Source: an optimization exercise on an open RTL-to-GDS flow (aim: small area, a short achievable clock period and few clock cycles). Production flows keep margins and buffers that such runs may drop.
Function was checked by simulation only, so behaviour that the tests miss may differ from the original.
Power figures rest on the tool's default switching activity, not on a simulated workload.

<file path="design/flow/run.sh">
#!/bin/bash
# synth_recipe.tcl (not shown) runs the flow's synth.tcl, then flattens the netlist and writes it again
# the make line also repeats each setting of config.mk as NAME=value (left out here)
make -C /OpenROAD-flow-scripts/flow DESIGN_CONFIG=/design/flow/config.mk WORK_HOME=/design/flow/orfs CLKGATE_MAP_FILE= SYNTH_SCRIPT=/design/flow/synth_recipe.tcl finish
</file>
<file path="design/flow/config.mk">
export PLATFORM = sky130hd
export DESIGN_NAME = morse_dibit_decoder
export DESIGN_NICKNAME = morse_dibit_decoder
export VERILOG_FILES = /design/flow/design.v
export SDC_FILE = /design/flow/constraint.sdc
export NUM_CORES = 4
export LEC_CHECK = 0
export ABC_CLOCK_PERIOD_IN_PS = 2500
export CAP_MARGIN = 20
export CORE_MARGIN = 2
export CORE_UTILIZATION = 65
export CTS_CLUSTER_DIAMETER = 60
export CTS_CLUSTER_SIZE = 30
export SETUP_SLACK_MARGIN = 3.6
export SLEW_MARGIN = 20
</file>
<file path="design/flow/constraint.sdc">
create_clock -name core_clock -period 6.0 [get_ports {clk_i}]
set_input_delay 1.2000 -clock core_clock [delete_from_list [all_inputs] [get_ports {clk_i}]]
set_output_delay 1.2000 -clock core_clock [all_outputs]
set_load 0.01 [all_outputs]
</file>
<file path="design/flow/design.v">
`default_nettype none
package mdd_pkg;
  localparam int TABLE_ENTRIES = 64;
  localparam int MAX_SYMBOLS   = 8;
  localparam int IDX_IN_W = 6;
  localparam int CODE_W   = 16;
  localparam int CHAR_W   = 8;
  localparam int BYTE_W   = 8;
  localparam int KEY_W = MAX_SYMBOLS + 1;
  localparam int PAY_W = 5 + IDX_IN_W + KEY_W + 1 + CHAR_W;
  localparam int CMD_W = 1 + PAY_W;
  localparam int RES_W = CHAR_W + 2;
  localparam int ENTRY_W = 1 + KEY_W + CHAR_W;
  localparam logic [CHAR_W-1:0] SPACE_CHAR = 8'd32;
endpackage
`default_nettype wire
`default_nettype none
module mdd_fifo (
  input  wire logic                       clk_i,
  input  wire logic                       rst_ni,
  input  wire logic                       push_i,
  input  wire logic [mdd_pkg::RES_W-1:0]  data_i,
  input  wire logic                       pop_i,
  output logic      [mdd_pkg::RES_W-1:0]  data_o,
  output logic                            empty_o,
  output logic                            busy_o
);
  localparam int W = mdd_pkg::RES_W;
  logic [2:0][W-1:0] r_q;
  logic [2:0]        occ_q, occ_d;    
  logic              do_pop;
  assign do_pop  = pop_i && occ_q[0];
  assign data_o  = r_q[0];
  always_comb begin
    if (push_i && !do_pop) occ_d = {occ_q[1:0], 1'b1};
    else if (do_pop && !push_i) occ_d = {1'b0, occ_q[2:1]};
    else occ_d = occ_q;
  end
  logic nempty_q, busy_q;
  assign empty_o = !nempty_q;
  assign busy_o  = busy_q;
  always_ff @(posedge clk_i or negedge rst_ni) begin
    if (!rst_ni) begin
      occ_q    <= '0;
      nempty_q <= 1'b0;
      busy_q   <= 1'b0;
    end else begin
      occ_q    <= occ_d;
      nempty_q <= occ_d[0];
      busy_q   <= occ_d[1];
    end
  end
  always_ff @(posedge clk_i) begin
    if (do_pop) begin
      r_q[0] <= occ_q[1] ? r_q[1] : data_i;
      r_q[1] <= occ_q[2] ? r_q[2] : data_i;
      r_q[2] <= data_i;
    end else begin
      if (!occ_q[0]) r_q[0] <= data_i;
      if (occ_q[0] && !occ_q[1]) r_q[1] <= data_i;
      if (occ_q[1] && !occ_q[2]) r_q[2] <= data_i;
    end
  end
endmodule
`default_nettype wire
`default_nettype none
module mdd_front (
  input  wire logic                          clk_i,
  input  wire logic                          rst_ni,
  input  wire logic                          push_i,
  output logic                               full_o,
  input  wire logic                          mode_i,
  input  wire logic [mdd_pkg::IDX_IN_W-1:0]  entry_index_i,
  input  wire logic [mdd_pkg::CODE_W-1:0]    entry_code_i,
  input  wire logic [mdd_pkg::CHAR_W-1:0]    entry_char_i,
  input  wire logic                          entry_valid_i,
  input  wire logic [mdd_pkg::BYTE_W-1:0]    data_byte_i,
  input  wire logic                          cmd_pop_i,
  output logic      [mdd_pkg::CMD_W-1:0]     cmd_o,
  output logic                               cmd_valid_o
);
  localparam int CW = mdd_pkg::CMD_W;
  logic [7:0]  s, z, zab;
  logic        formable;
  logic [8:0]  mk;
  logic [CW-1:0] cmd_in;
  logic [CW-1:0] q0_q, q1_q;
  logic          v0_q, v1_q;
  logic          take;
  always_comb begin
    for (int i = 0; i < 8; i++) begin
      s[i] = entry_code_i[2*i+1] ^ entry_code_i[2*i];
      z[i] = !(entry_code_i[2*i+1] | entry_code_i[2*i]);
    end
    zab[7] = z[7];
    for (int i = 6; i >= 0; i--) zab[i] = z[i] & zab[i+1];
    formable = s[0];
    for (int i = 1; i < 8; i++) formable = formable & (s[i] | zab[i]);
    mk[0] = entry_code_i[1];
    for (int k = 1; k < 8; k++) mk[k] = s[k] ? entry_code_i[2*k+1] : s[k-1];
    mk[8] = s[7];
  end
  logic [3:0] bx_nl, bx_lb, bx_tm, bx_c;
  logic       bx_iv, bx_st;
  logic [2:0] bx_ik;
  logic [3:0] E, P, S, D, A, Z, LS, TS;
  always_comb begin
    for (int i = 0; i < 4; i++) begin
      E[i] = !(data_byte_i[7-2*i] | data_byte_i[6-2*i]);
      P[i] = data_byte_i[7-2*i] & data_byte_i[6-2*i];
      S[i] = data_byte_i[7-2*i] ^ data_byte_i[6-2*i];
      D[i] = data_byte_i[7-2*i];
    end
    A = {E[0] | E[1] | E[2], E[0] | E[1], E[0], 1'b0};
    Z = {1'b0, E[3], E[3] | E[2], E[3] | E[2] | E[1]};
    LS = S & ~A;           
    TS = S & A & ~Z;       
    bx_nl[0] = |LS;
    bx_nl[1] = (LS[0] & (LS[1] | LS[2] | LS[3])) | (LS[1] & (LS[2] | LS[3])) |
               (LS[2] & LS[3]);
    bx_nl[2] = (LS[0] & LS[1] & (LS[2] | LS[3])) | (LS[2] & LS[3] & (LS[0] | LS[1]));
    bx_nl[3] = &LS;
    bx_c[0] = (|E) & !bx_nl[0];
    bx_c[1] = (|E) & bx_nl[0] & !bx_nl[1];
    bx_c[2] = (|E) & bx_nl[1] & !bx_nl[2];
    bx_c[3] = (|E) & bx_nl[2];
    bx_lb[3] = LS[0] ? D[0] : LS[1] ? D[1] : LS[2] ? D[2] : D[3];
    bx_lb[2] = (LS[0] & LS[1]) ? D[1] :
               ((LS[0] ^ LS[1]) & LS[2]) ? D[2] : D[3];
    bx_lb[1] = (LS[0] & LS[1] & LS[2]) ? D[2] : D[3];
    bx_lb[0] = D[3];
    unique case (TS[3:1])
      3'b000: bx_tm = 4'b0001;
      3'b001: bx_tm = {3'b001, D[1]};
      3'b010: bx_tm = {3'b001, D[2]};
      3'b100: bx_tm = {3'b001, D[3]};
      3'b011: bx_tm = {2'b01, D[1], D[2]};
      3'b101: bx_tm = {2'b01, D[1], D[3]};
      3'b110: bx_tm = {2'b01, D[2], D[3]};
      default: bx_tm = {1'b1, D[1], D[2], D[3]};
    endcase
    bx_iv = 1'b0;
    bx_ik = 3'b001;
    if (E[0] & S[1] & E[2]) begin
      bx_iv = 1'b1;
      bx_ik = {2'b01, D[1]};
    end else if (E[1] & S[2] & E[3]) begin
      bx_iv = 1'b1;
      bx_ik = {2'b01, D[2]};
    end else if (E[0] & !E[1] & !E[2] & E[3] & (S[1] | S[2])) begin
      bx_iv = 1'b1;
      if (S[1] & S[2]) bx_ik = {1'b1, D[1], D[2]};
      else bx_ik = {2'b01, S[1] ? D[1] : D[2]};
    end
    bx_st = bx_iv | (|P);
  end
  assign cmd_in = mode_i ? {1'b1, bx_c, bx_st, bx_nl, bx_lb, bx_tm, bx_iv, bx_ik, data_byte_i}
                         : {1'b0, 5'd0, entry_index_i, mk, entry_valid_i & formable, entry_char_i};
  assign take        = push_i && !v1_q;
  assign full_o      = v1_q;
  assign cmd_o       = q0_q;
  assign cmd_valid_o = v0_q;
  logic v0_d, v1_d;
  always_comb begin
    if (v1_q) begin
      v0_d = 1'b1;
      v1_d = !cmd_pop_i;
    end else if (v0_q) begin
      v0_d = !cmd_pop_i || take;
      v1_d = take && !cmd_pop_i;
    end else begin
      v0_d = take;
      v1_d = 1'b0;
    end
  end
  always_ff @(posedge clk_i or negedge rst_ni) begin
    if (!rst_ni) begin
      v0_q <= 1'b0;
      v1_q <= 1'b0;
    end else begin
      v0_q <= v0_d;
      v1_q <= v1_d;
    end
  end
  always_ff @(posedge clk_i) begin
    if (cmd_pop_i) begin
      q0_q <= v1_q ? q1_q : cmd_in;
    end else if (!v0_q) begin
      q0_q <= cmd_in;
    end
    if (!v1_q) begin
      q1_q <= cmd_in;
    end
  end
endmodule
`default_nettype wire
`default_nettype none
module mdd_back (
  input  wire logic                       clk_i,
  input  wire logic                       rst_ni,
  input  wire logic [mdd_pkg::CMD_W-1:0]  cmd_i,
  input  wire logic                       cmd_valid_i,
  output logic                            cmd_pop_o,
  input  wire logic                       res_busy_i,
  output logic                            res_push_o,
  output logic      [mdd_pkg::RES_W-1:0]  res_o
);
  localparam int N  = mdd_pkg::TABLE_ENTRIES;
  localparam int KW = mdd_pkg::KEY_W;
  localparam int CH = mdd_pkg::CHAR_W;
  logic          c_load;
  logic [5:0]    c_slot;
  logic [KW-1:0] c_code;
  logic          c_valid;
  logic [CH-1:0] c_chr;
  logic [3:0]    x_nl, x_lb, x_tm, x_c;
  logic          x_iv, x_st;
  logic [2:0]    x_ik;
  assign c_load  = !cmd_i[mdd_pkg::CMD_W-1];
  assign c_slot  = cmd_i[mdd_pkg::PAY_W-6 -: 6];
  assign c_code  = cmd_i[CH+1 +: KW];
  assign c_valid = cmd_i[CH];
  assign c_chr   = cmd_i[CH-1:0];
  assign {x_c, x_st, x_nl, x_lb, x_tm, x_iv, x_ik} = cmd_i[mdd_pkg::PAY_W-1 -: 21];
  logic [KW-1:0] let_q;         
  logic          ovf_q;         
  logic [3:0]    dr_tok_q;      
  logic [3:0]    dr_sp_q;       
  logic          dr_fl_q;       
  logic [KW-1:0] dr_kf_q;       
  logic [2:0]    dr_ki_q;       
  logic          dr_used_q;     
  logic          d1_v_q;        
  logic [3:0]    d1_tok_q, d1_sp_q;
  logic          d1_fl_q;
  logic [KW-1:0] d1_kf_q;
  logic [2:0]    d1_ki_q;
  logic          tk_v_q, tk_chk_q, tk_sp_q, tk_eob_q;
  logic [KW-1:0] tk_key_q;
  logic          s1_v_q, s1_chk_q, s1_sp_q, s1_eob_q;
  logic [N-1:0]  s1_m_q;
  logic [7:0]    s1_gh_q;       
  logic          p_v_q, p_fin_q, p_sp_q;
  logic [CH-1:0] p_chr_q;
  logic          dup_q, scan_q, arm_q;
  logic [5:0]    rot_q;
  logic [N-1:0]  ring_v_q;
  logic [N-1:0][KW+CH-1:0] ring_d_q;
  logic          stall;
  assign stall = res_busy_i;
  logic [3:0] sp, en, e1, inner;
  logic       has_end;
  always_comb begin
    logic seen_end, sym_since;
    for (int i = 0; i < 4; i++) begin
      sp[i] = c_chr[7-2*i] & c_chr[6-2*i];
      en[i] = !(c_chr[7-2*i] | c_chr[6-2*i]);
    end
    has_end = |en;
    seen_end = 1'b0;
    sym_since = 1'b0;
    for (int i = 0; i < 4; i++) begin
      e1[i]    = en[i] && !seen_end;
      inner[i] = en[i] && seen_end && sym_since;
      if (en[i]) begin
        seen_end = 1'b1;
        sym_since = 1'b0;
      end else if (!sp[i]) begin
        sym_since = 1'b1;
      end
    end
  end
  logic ge8, ge7, ge6, ge5, nonempty;
  logic [4:0] th_q;
  assign {ge8, ge7, ge6, ge5, nonempty} = th_q;
  logic a_fl, a_has_tok;
  assign a_fl = !ovf_q && ((x_c[0] && nonempty) || (x_c[1] && !ge8) ||
                            (x_c[2] && !ge7) || (x_c[3] && !ge6));
  assign a_has_tok = x_st || a_fl;
  logic a_may_tok;
  assign a_may_tok = x_st || (|x_c);
  logic [3:0]    s_ge;
  logic [KW-1:0] a_shift;
  assign s_ge = {x_nl[3] && !ge5, x_nl[2] && !ge6, x_nl[1] && !ge7, x_nl[0] && !ge8};
  always_comb begin
    if (s_ge[3])      a_shift = {let_q[KW-5:0], x_lb[3:0]};
    else if (s_ge[2]) a_shift = {let_q[KW-4:0], x_lb[3:1]};
    else if (s_ge[1]) a_shift = {let_q[KW-3:0], x_lb[3:2]};
    else if (s_ge[0]) a_shift = {let_q[KW-2:0], x_lb[3]};
    else              a_shift = let_q;
  end
  logic [KW-1:0] a_let;
  logic          a_ovf;
  assign a_let = has_end ? KW'(x_tm) : a_shift;
  assign a_ovf = !has_end && (ovf_q || (x_nl[0] && ge8) || (x_nl[1] && ge7) ||
                              (x_nl[2] && ge6) || (x_nl[3] && ge5));
  logic          b_issue;
  logic [3:0]    b_first;      
  logic [3:0]    b_rest;
  logic          b_eob;
  logic          b_sp;
  logic [KW-1:0] b_key;
  logic          dr_free;
  logic          tk_adv;
  logic          tk_look, s1_look;
  assign tk_adv  = tk_v_q && !stall;
  assign tk_look = tk_v_q && !tk_chk_q;
  assign s1_look = s1_v_q && !s1_chk_q;
  assign b_first = dr_tok_q & ~(dr_tok_q - 4'd1);
  assign b_rest  = dr_tok_q & ~b_first;
  assign b_eob   = (b_rest == 4'd0);
  assign b_sp    = |(b_first & dr_sp_q);
  assign b_key   = (dr_fl_q && !dr_used_q) ? dr_kf_q : KW'(dr_ki_q);
  assign b_issue = (dr_tok_q != 4'd0) && (!tk_v_q || !stall) &&
                   (!dup_q || (!tk_v_q && !s1_v_q && !scan_q));
  logic d0_avail;
  assign d0_avail = (dr_tok_q == 4'd0) || (b_issue && b_eob);
  assign dr_free  = !d1_v_q || d0_avail;
  logic a_take_byte, a_write, a_fill, a_chk;
  logic [3:0] a_tok;
  assign a_tok = sp | (e1 & {4{a_fl}}) | inner;
  assign a_write     = cmd_valid_i && c_load && (dr_tok_q == 4'd0) && !d1_v_q && !tk_look &&
                       !s1_look && !scan_q && (!tk_v_q || !stall) && (c_slot == rot_q);
  assign a_chk       = a_write && c_valid;
  assign a_take_byte = cmd_valid_i && !c_load && (!a_may_tok || dr_free);
  assign a_fill      = a_take_byte && a_may_tok;
  assign cmd_pop_o   = a_write || a_take_byte;
  always_ff @(posedge clk_i or negedge rst_ni) begin
    if (!rst_ni) begin
      let_q    <= KW'(1);
      ovf_q    <= 1'b0;
      dr_tok_q <= '0;
      d1_v_q   <= 1'b0;
      tk_v_q   <= 1'b0;
      s1_v_q   <= 1'b0;
      rot_q    <= 6'd62;
      th_q     <= '0;
    end else begin
      rot_q <= rot_q + 6'd1;
      if (a_take_byte) begin
        let_q <= a_let;
        ovf_q <= a_ovf;
        th_q  <= {a_let[8], |a_let[8:7], |a_let[8:6], |a_let[8:5], |a_let[KW-1:1]};
      end
      if (d0_avail) begin
        if (d1_v_q) dr_tok_q <= d1_tok_q;
        else if (a_fill) dr_tok_q <= a_tok;
        else dr_tok_q <= '0;
        d1_v_q <= d1_v_q && a_fill;
      end else begin
        if (b_issue) dr_tok_q <= b_rest;
        d1_v_q <= d1_v_q || a_fill;
      end
      if (b_issue || a_chk) tk_v_q <= 1'b1;
      else if (tk_adv) tk_v_q <= 1'b0;
      s1_v_q <= tk_adv;
    end
  end
  always_ff @(posedge clk_i) begin
    if (d0_avail) begin
      if (d1_v_q) begin
        dr_sp_q <= d1_sp_q;
        dr_fl_q <= d1_fl_q;
        dr_kf_q <= d1_kf_q;
        dr_ki_q <= d1_ki_q;
      end else begin
        dr_sp_q <= sp;
        dr_fl_q <= a_fl;
        dr_kf_q <= a_shift;
        dr_ki_q <= x_ik;
      end
      dr_used_q <= 1'b0;
    end else if (b_issue && !b_sp) begin
      dr_used_q <= 1'b1;
    end
    if (!d1_v_q || d0_avail) begin
      d1_tok_q <= a_tok;
      d1_sp_q  <= sp;
      d1_fl_q  <= a_fl;
      d1_kf_q  <= a_shift;
      d1_ki_q  <= x_ik;
    end
    if (b_issue || a_chk) begin
      tk_chk_q <= !b_issue;
      tk_sp_q  <= b_issue && b_sp;
      tk_eob_q <= b_eob;
      tk_key_q <= b_issue ? b_key : c_code;
    end
  end
  always_ff @(posedge clk_i or negedge rst_ni) begin
    if (!rst_ni) begin
      ring_v_q <= '0;
    end else begin
      ring_v_q <= {a_write ? c_valid : ring_v_q[0], ring_v_q[N-1:1]};
    end
  end
  always_ff @(posedge clk_i) begin
    for (int j = 0; j < N - 1; j++) ring_d_q[j] <= ring_d_q[j+1];
    ring_d_q[N-1] <= a_write ? {c_code, c_chr} : ring_d_q[0];
  end
  logic [N-1:0] l1_m;
  always_comb begin
    for (int j = 0; j < N; j++) begin
      l1_m[j] = ring_v_q[j] && (ring_d_q[j][CH +: KW] == tk_key_q);
    end
  end
  always_ff @(posedge clk_i) begin
    s1_m_q   <= {l1_m[0], l1_m[N-1:1]};
    for (int g = 0; g < 8; g++) s1_gh_q[g] <= |l1_m[8*g +: 8];
    s1_chk_q <= tk_chk_q;
    s1_sp_q  <= tk_sp_q;
    s1_eob_q <= tk_eob_q;
  end
  logic          l2_hit, l2_dup;
  logic [CH-1:0] l2_chr;
  always_comb begin
    l2_chr = '0;
    for (int j = 0; j < N; j++) l2_chr = l2_chr | ({CH{s1_m_q[j]}} & ring_d_q[j][CH-1:0]);
    l2_hit = |s1_gh_q;
    l2_dup = |(s1_m_q & ~(N'(1) << (N - 2)));
  end
  logic start_scan, found, res_ev, n_ex;
  logic [CH-1:0] n_chr;
  assign start_scan = s1_look && !s1_sp_q && l2_hit && dup_q;
  assign found      = arm_q && s1_m_q[N-1];
  assign res_ev     = (s1_look && !start_scan) || found;
  assign n_ex       = (s1_look && (s1_sp_q || (l2_hit && !dup_q))) || found;
  assign n_chr      = found ? ring_d_q[N-1][CH-1:0] :
                      s1_sp_q ? mdd_pkg::SPACE_CHAR : l2_chr;
  always_ff @(posedge clk_i or negedge rst_ni) begin
    if (!rst_ni) begin
      dup_q  <= 1'b0;
      scan_q <= 1'b0;
      arm_q  <= 1'b0;
    end else begin
      if (s1_v_q && s1_chk_q && l2_dup) dup_q <= 1'b1;
      scan_q <= (scan_q && !found) || start_scan;
      arm_q  <= (scan_q || start_scan) && !found && (arm_q || (rot_q == 6'd0));
    end
  end
  always_comb begin
    res_push_o = 1'b0;
    if (p_v_q) begin
      if (res_ev) res_push_o = p_fin_q || n_ex || s1_eob_q;
      else        res_push_o = p_fin_q && !res_busy_i;
    end
    res_o = {p_chr_q, p_sp_q, p_fin_q || !n_ex};
  end
  always_ff @(posedge clk_i or negedge rst_ni) begin
    if (!rst_ni) begin
      p_v_q <= 1'b0;
    end else begin
      if (n_ex) p_v_q <= 1'b1;
      else if (res_push_o) p_v_q <= 1'b0;
    end
  end
  always_ff @(posedge clk_i) begin
    if (n_ex) begin
      p_chr_q <= n_chr;
      p_sp_q  <= s1_sp_q && !found;
      p_fin_q <= s1_eob_q;
    end
  end
endmodule
`default_nettype wire
`default_nettype none
module morse_dibit_decoder (
  input  wire logic                          clk_i,
  input  wire logic                          rst_ni,
  input  wire logic                          push,
  output logic                               full,
  input  wire logic                          mode_i,
  input  wire logic [mdd_pkg::IDX_IN_W-1:0]  entry_index_i,
  input  wire logic [mdd_pkg::CODE_W-1:0]    entry_code_i,
  input  wire logic [mdd_pkg::CHAR_W-1:0]    entry_char_i,
  input  wire logic                          entry_valid_i,
  input  wire logic [mdd_pkg::BYTE_W-1:0]    data_byte_i,
  output logic                               empty,
  input  wire logic                          pop,
  output logic      [mdd_pkg::CHAR_W-1:0]    out_char_o,
  output logic                               is_space_o,
  output logic                               last_o
);
  logic [mdd_pkg::CMD_W-1:0] cmd;
  logic                      cmd_valid;
  logic                      cmd_pop;
  logic [mdd_pkg::RES_W-1:0] res;
  logic                      res_push;
  logic                      res_busy;
  logic [mdd_pkg::RES_W-1:0] res_out;
  mdd_front u_front (
    .clk_i        (clk_i),
    .rst_ni       (rst_ni),
    .push_i       (push),
    .full_o       (full),
    .mode_i       (mode_i),
    .entry_index_i(entry_index_i),
    .entry_code_i (entry_code_i),
    .entry_char_i (entry_char_i),
    .entry_valid_i(entry_valid_i),
    .data_byte_i  (data_byte_i),
    .cmd_pop_i    (cmd_pop),
    .cmd_o        (cmd),
    .cmd_valid_o  (cmd_valid)
  );
  mdd_back u_back (
    .clk_i      (clk_i),
    .rst_ni     (rst_ni),
    .cmd_i      (cmd),
    .cmd_valid_i(cmd_valid),
    .cmd_pop_o  (cmd_pop),
    .res_busy_i (res_busy),
    .res_push_o (res_push),
    .res_o      (res)
  );
  mdd_fifo u_res_fifo (
    .clk_i  (clk_i),
    .rst_ni (rst_ni),
    .push_i (res_push),
    .data_i (res),
    .pop_i  (pop),
    .data_o (res_out),
    .empty_o(empty),
    .busy_o (res_busy)
  );
  assign out_char_o = res_out[mdd_pkg::RES_W-1 -: mdd_pkg::CHAR_W];
  assign is_space_o = res_out[1];
  assign last_o     = res_out[0];
endmodule
`default_nettype wire
</file>
==> flow_summary.ini <==
[worst_setup_path]
reg2reg_to = u_back.p_chr_q[1]$_DFFE_PP_
required_ns = 6.36
crit_fanout = 3
endpoint = u_front.q0_q[18]$_DFFE_PP_
crit_type = in2reg
r2r_setup_slack_ns = 3.56
cp-startpoint = data_byte_i[5]
cp-start-kind = input pin
r2r_start = u_back.s1_m_q[44]$_DFF_P_
crit_path_end_kind = flip-flop
r2r_cells = 5
arrival_ns = 2.89

[drt]
vias = 26412
routedWlPerCell_um = 25.77
vias_per_cell = 6.093
drt_wl_total_mm = 111.7
drtAntennaViolNets = 0
drc = 0
drt_pre_antenna_iters = 6
drt_iter0_markers = 2745

[cells_and_area]
final_net_count = 3483
area_growth_pct = 10.53
layout_common_cells = 1179 x dfxtp_1, 582 x xnor2_1, 168 x nand4_1
layout_commonest_cell = dfxtp_1
drive_above_1_share = 0.1251

[logic_synthesis]
yosys_warnings = 3
synth_cells = 3388
synth_area_per_cell_um2 = 13.07
synth_nets = 3456
synth-edff-count = 120
ys_types = 73
ys_seq_area_frac = 0.6778
ys.flop_type = dfxtp_1
async_reset_ff_frac = 0.07072
yosys_register_bits = 1414
syn_area_mm2 = 0.04428

[placement]
hpwl_mm = 71.61
io_buffers = 55
gp_congestion = 0.9186

[pwr]
peakVddDrop_uv = 331.8
p_per_area_mw_per_mm2 = 451.6
p_leak_nw = 17.72

[min_path]
worstHoldPathType = reg2reg

[timing]
hold_ws_ns = 0.3218
rsz0062_at_grt = true
fmax_mhz = 394.9
fin_skew_ns = 0.04504
slew_viol_final = 0
setup_violations = 0
tns_ns = 0
hold_violations = 0
slew-limit-headroom = 0.2828
worst_pin_slew_ns = 1.074
min_period_ns = 2.532
period_share = 0.4221

[global_route]
antenna_found_initial = 1
track_usage = 0.3188
grt_max_degree = 65
grt_pass1_vias = 26734
grt_pass1_wl_mm = 167.9
overflow = 0

[job]
maxCapViolations = 0

[floorplan]
dieArea_mm2 = 0.07023
rows = 95
die_h_um = 265.0
die_w_um = 265.0
start_util = 0.6582
core_mm2 = 0.06728
io_pins = 56

[clock_tree]
clockRootBuffer = clkbuf_16
clock_sinks = 1414
insertion_delay_ns = 0.65
cts_max_path_buffers = 3
cts-htree-levels = 3
path_clk_slew_ns = 0.10
cts_hold_buf = 0
cts_inserted_buffers = 66
cts_tree = yes

[run_status]
status = timing/DRC/antenna clean
## critical path, stage by stage
cell,delay (ns)
buf_12,0.09
inv_8,0.03
ha_4,0.25
nor2b_4,0.19
inv_2,0.08
ha_4,0.27
a21oi_2,0.05
a31oi_1,0.13
o21ai_1,0.08
mux2_4,0.26
mux2_4,0.26
## registers in the layout (all words and copies together) (netlist names), 5 cells and up
register,count
u_res_fifo.r_q,30
u_back.rot_q,6
u_back.ring_d_q,1088
u_back.dr_kf_q,9
u_back.s1_gh_q,8
u_back.let_q,8
u_back.p_chr_q,8
u_back.tk_key_q,9
u_back.d1_kf_q,9
u_front.q0_q,30
u_back.ring_v_q,64
u_back.s1_m_q,64
u_front.q1_q,30
u_back.th_q,5
## layer usage
| metal | GRT usage | routed length [um] |
|---|---|---|
| met5 | 0 | 0 |
| met2 | 0.4980 | 50140 |
| met3 | 0.06323 | 9905 |
| met4 | 0.1093 | 4318 |
| met1 | 0.4481 | 47330 |
## area by class of cell
class,instances,area [um2]
clock inverters,24,352.8
well taps,873,1092
clock buffers,90,1909
inverters,55,267.8
repair buffers,133,1371
fillers,4456,18330
diodes,1,2.502
multi-input cells,1745,13900
flip-flops and latches,1414,30050
## cells in the mapped netlist, types with 12 or more instances
| library cell | count | share of area |
|---|---|---|
| nand3_1 | 12 | 0.0014 |
| o21ai_0 | 57 | 0.0064 |
| xnor2_1 | 582 | 0.12 |
| nor2b_1 | 19 | 0.0027 |
| dfrtp_1 | 94 | 0.053 |
| o31ai_1 | 15 | 0.0025 |
| a22oi_1 | 21 | 0.0036 |
| nor2_1 | 41 | 0.0035 |
| nand2_1 | 162 | 0.014 |
| dfxtp_1 | 1194 | 0.54 |
| mux2_2 | 94 | 0.024 |
| nor4_1 | 46 | 0.0065 |
| ha_1 | 24 | 0.0068 |
| nor3_1 | 74 | 0.0084 |
| inv_1 | 55 | 0.0047 |
| a221oi_1 | 121 | 0.024 |
| buf_1 | 12 | 0.0010 |
| mux2i_1 | 29 | 0.0066 |
| nand2b_1 | 12 | 0.0017 |
| clkbuf_1 | 99 | 0.0084 |
| a22o_1 | 121 | 0.024 |
| a21oi_1 | 35 | 0.0040 |
| edfxtp_1 | 120 | 0.081 |
| nand4_1 | 168 | 0.024 |
| buf_2 | 54 | 0.0061 |
## per-stage QoR
stage | util | power [W] | worst slack, ns | area [um2] | std cells
after floorplan | - | 0.01500 | 3.024 | 44630 | 3388
after global placement | 0.6789 | 0.01613 | 1.987 | 45670 | 4167
after detailed placement | 0.6789 | 0.01629 | 1.941 | 45670 | 4167
after CTS | 0.7235 | 0.02202 | 3.499 | 48680 | 4322
after global routing | 0.7275 | 0.02306 | 3.436 | 48940 | 4334
final | 0.7275 | 0.02210 | 3.468 | 48940 | 4335
## worst min-delay path by stage
stage                                 startpoint                      endpoint  slack [ns]  depth (start not counted)
global route        u_back.ring_d_q[941]$_DFF_P_  u_back.ring_d_q[924]$_DFF_P_        0.33                          0
detailed placement      u_back.tk_sp_q$_DFFE_PP_        u_back.s1_sp_q$_DFF_P_        0.33                          0
floorplan              u_back.tk_eob_q$_DFFE_PP_       u_back.s1_eob_q$_DFF_P_        0.32                          0
global placement        u_back.tk_sp_q$_DFFE_PP_        u_back.s1_sp_q$_DFF_P_        0.33                          0
CTS                 u_back.ring_d_q[941]$_DFF_P_  u_back.ring_d_q[924]$_DFF_P_        0.34                          0
finish              u_back.ring_d_q[941]$_DFF_P_  u_back.ring_d_q[924]$_DFF_P_        0.32                          0
## repair_timing
item                       in CTS  in global routing
resized for setup             191                 48
cloned                          5                  0
pin swaps                      17                 15
setup endpoints to repair     222                119
buffers inserted               36                 12
## power breakdown
part	internal, W	leakage (nW)	total (W)	switching [W]
Combinational	0.00259	4.46	0.00578	0.00319
Clock	0.00248	1.09	0.00550	0.00302
Sequential	0.0103	12.2	0.0108	0.000496
Total	0.0154	17.7	0.0221	0.00670
## cell families (layout without fill, tap and decap cells)
group           count (synthesis)  in the layout  share of synthesized area
xor+xnor                      587            587                     0.1161
mux                           131            131                    0.03275
other cells                     0              1                          0
flops                        1414           1414                     0.6778
fa+ha+maj                      25             25                   0.007007
buf+inv                       231            302                    0.02249
compound gates                433            433                    0.07668
simple gates                  567            569                    0.06713
Testbench counts, summed over its fixed seeds: cycles 6,290.

## what the ideal ports hide
The results above use ideal ports. As a check the final layout listed here was re-extracted and re-timed, cells and wires unchanged. Step 1 assumes that a clkbuf_16 drives the clock port and a buf_2 every other input. Step 2 adds t to the input delays and takes it off the output delays; t is the mean of the earliest and latest rising clock arrival at the registers after step 1. Input paths then give back, and output paths get back, about the clock's delay inside the block. Slacks: ideal / step 1 / step 2; pairs: ideal / step 1.
t, ns: 0.693
slack for setup (ns): 3.468 / 3.455 / 2.777
clock arrival spread, ns: 0.048 / 0.048
worst register clock-pin slew, ns: 0.11 / 0.11
pins driven straight from the clock port: 1
After both steps setup and hold are still met in this run. The setup slack of this run moves by -0.013 ns with the drivers and by -0.691 ns with both steps.
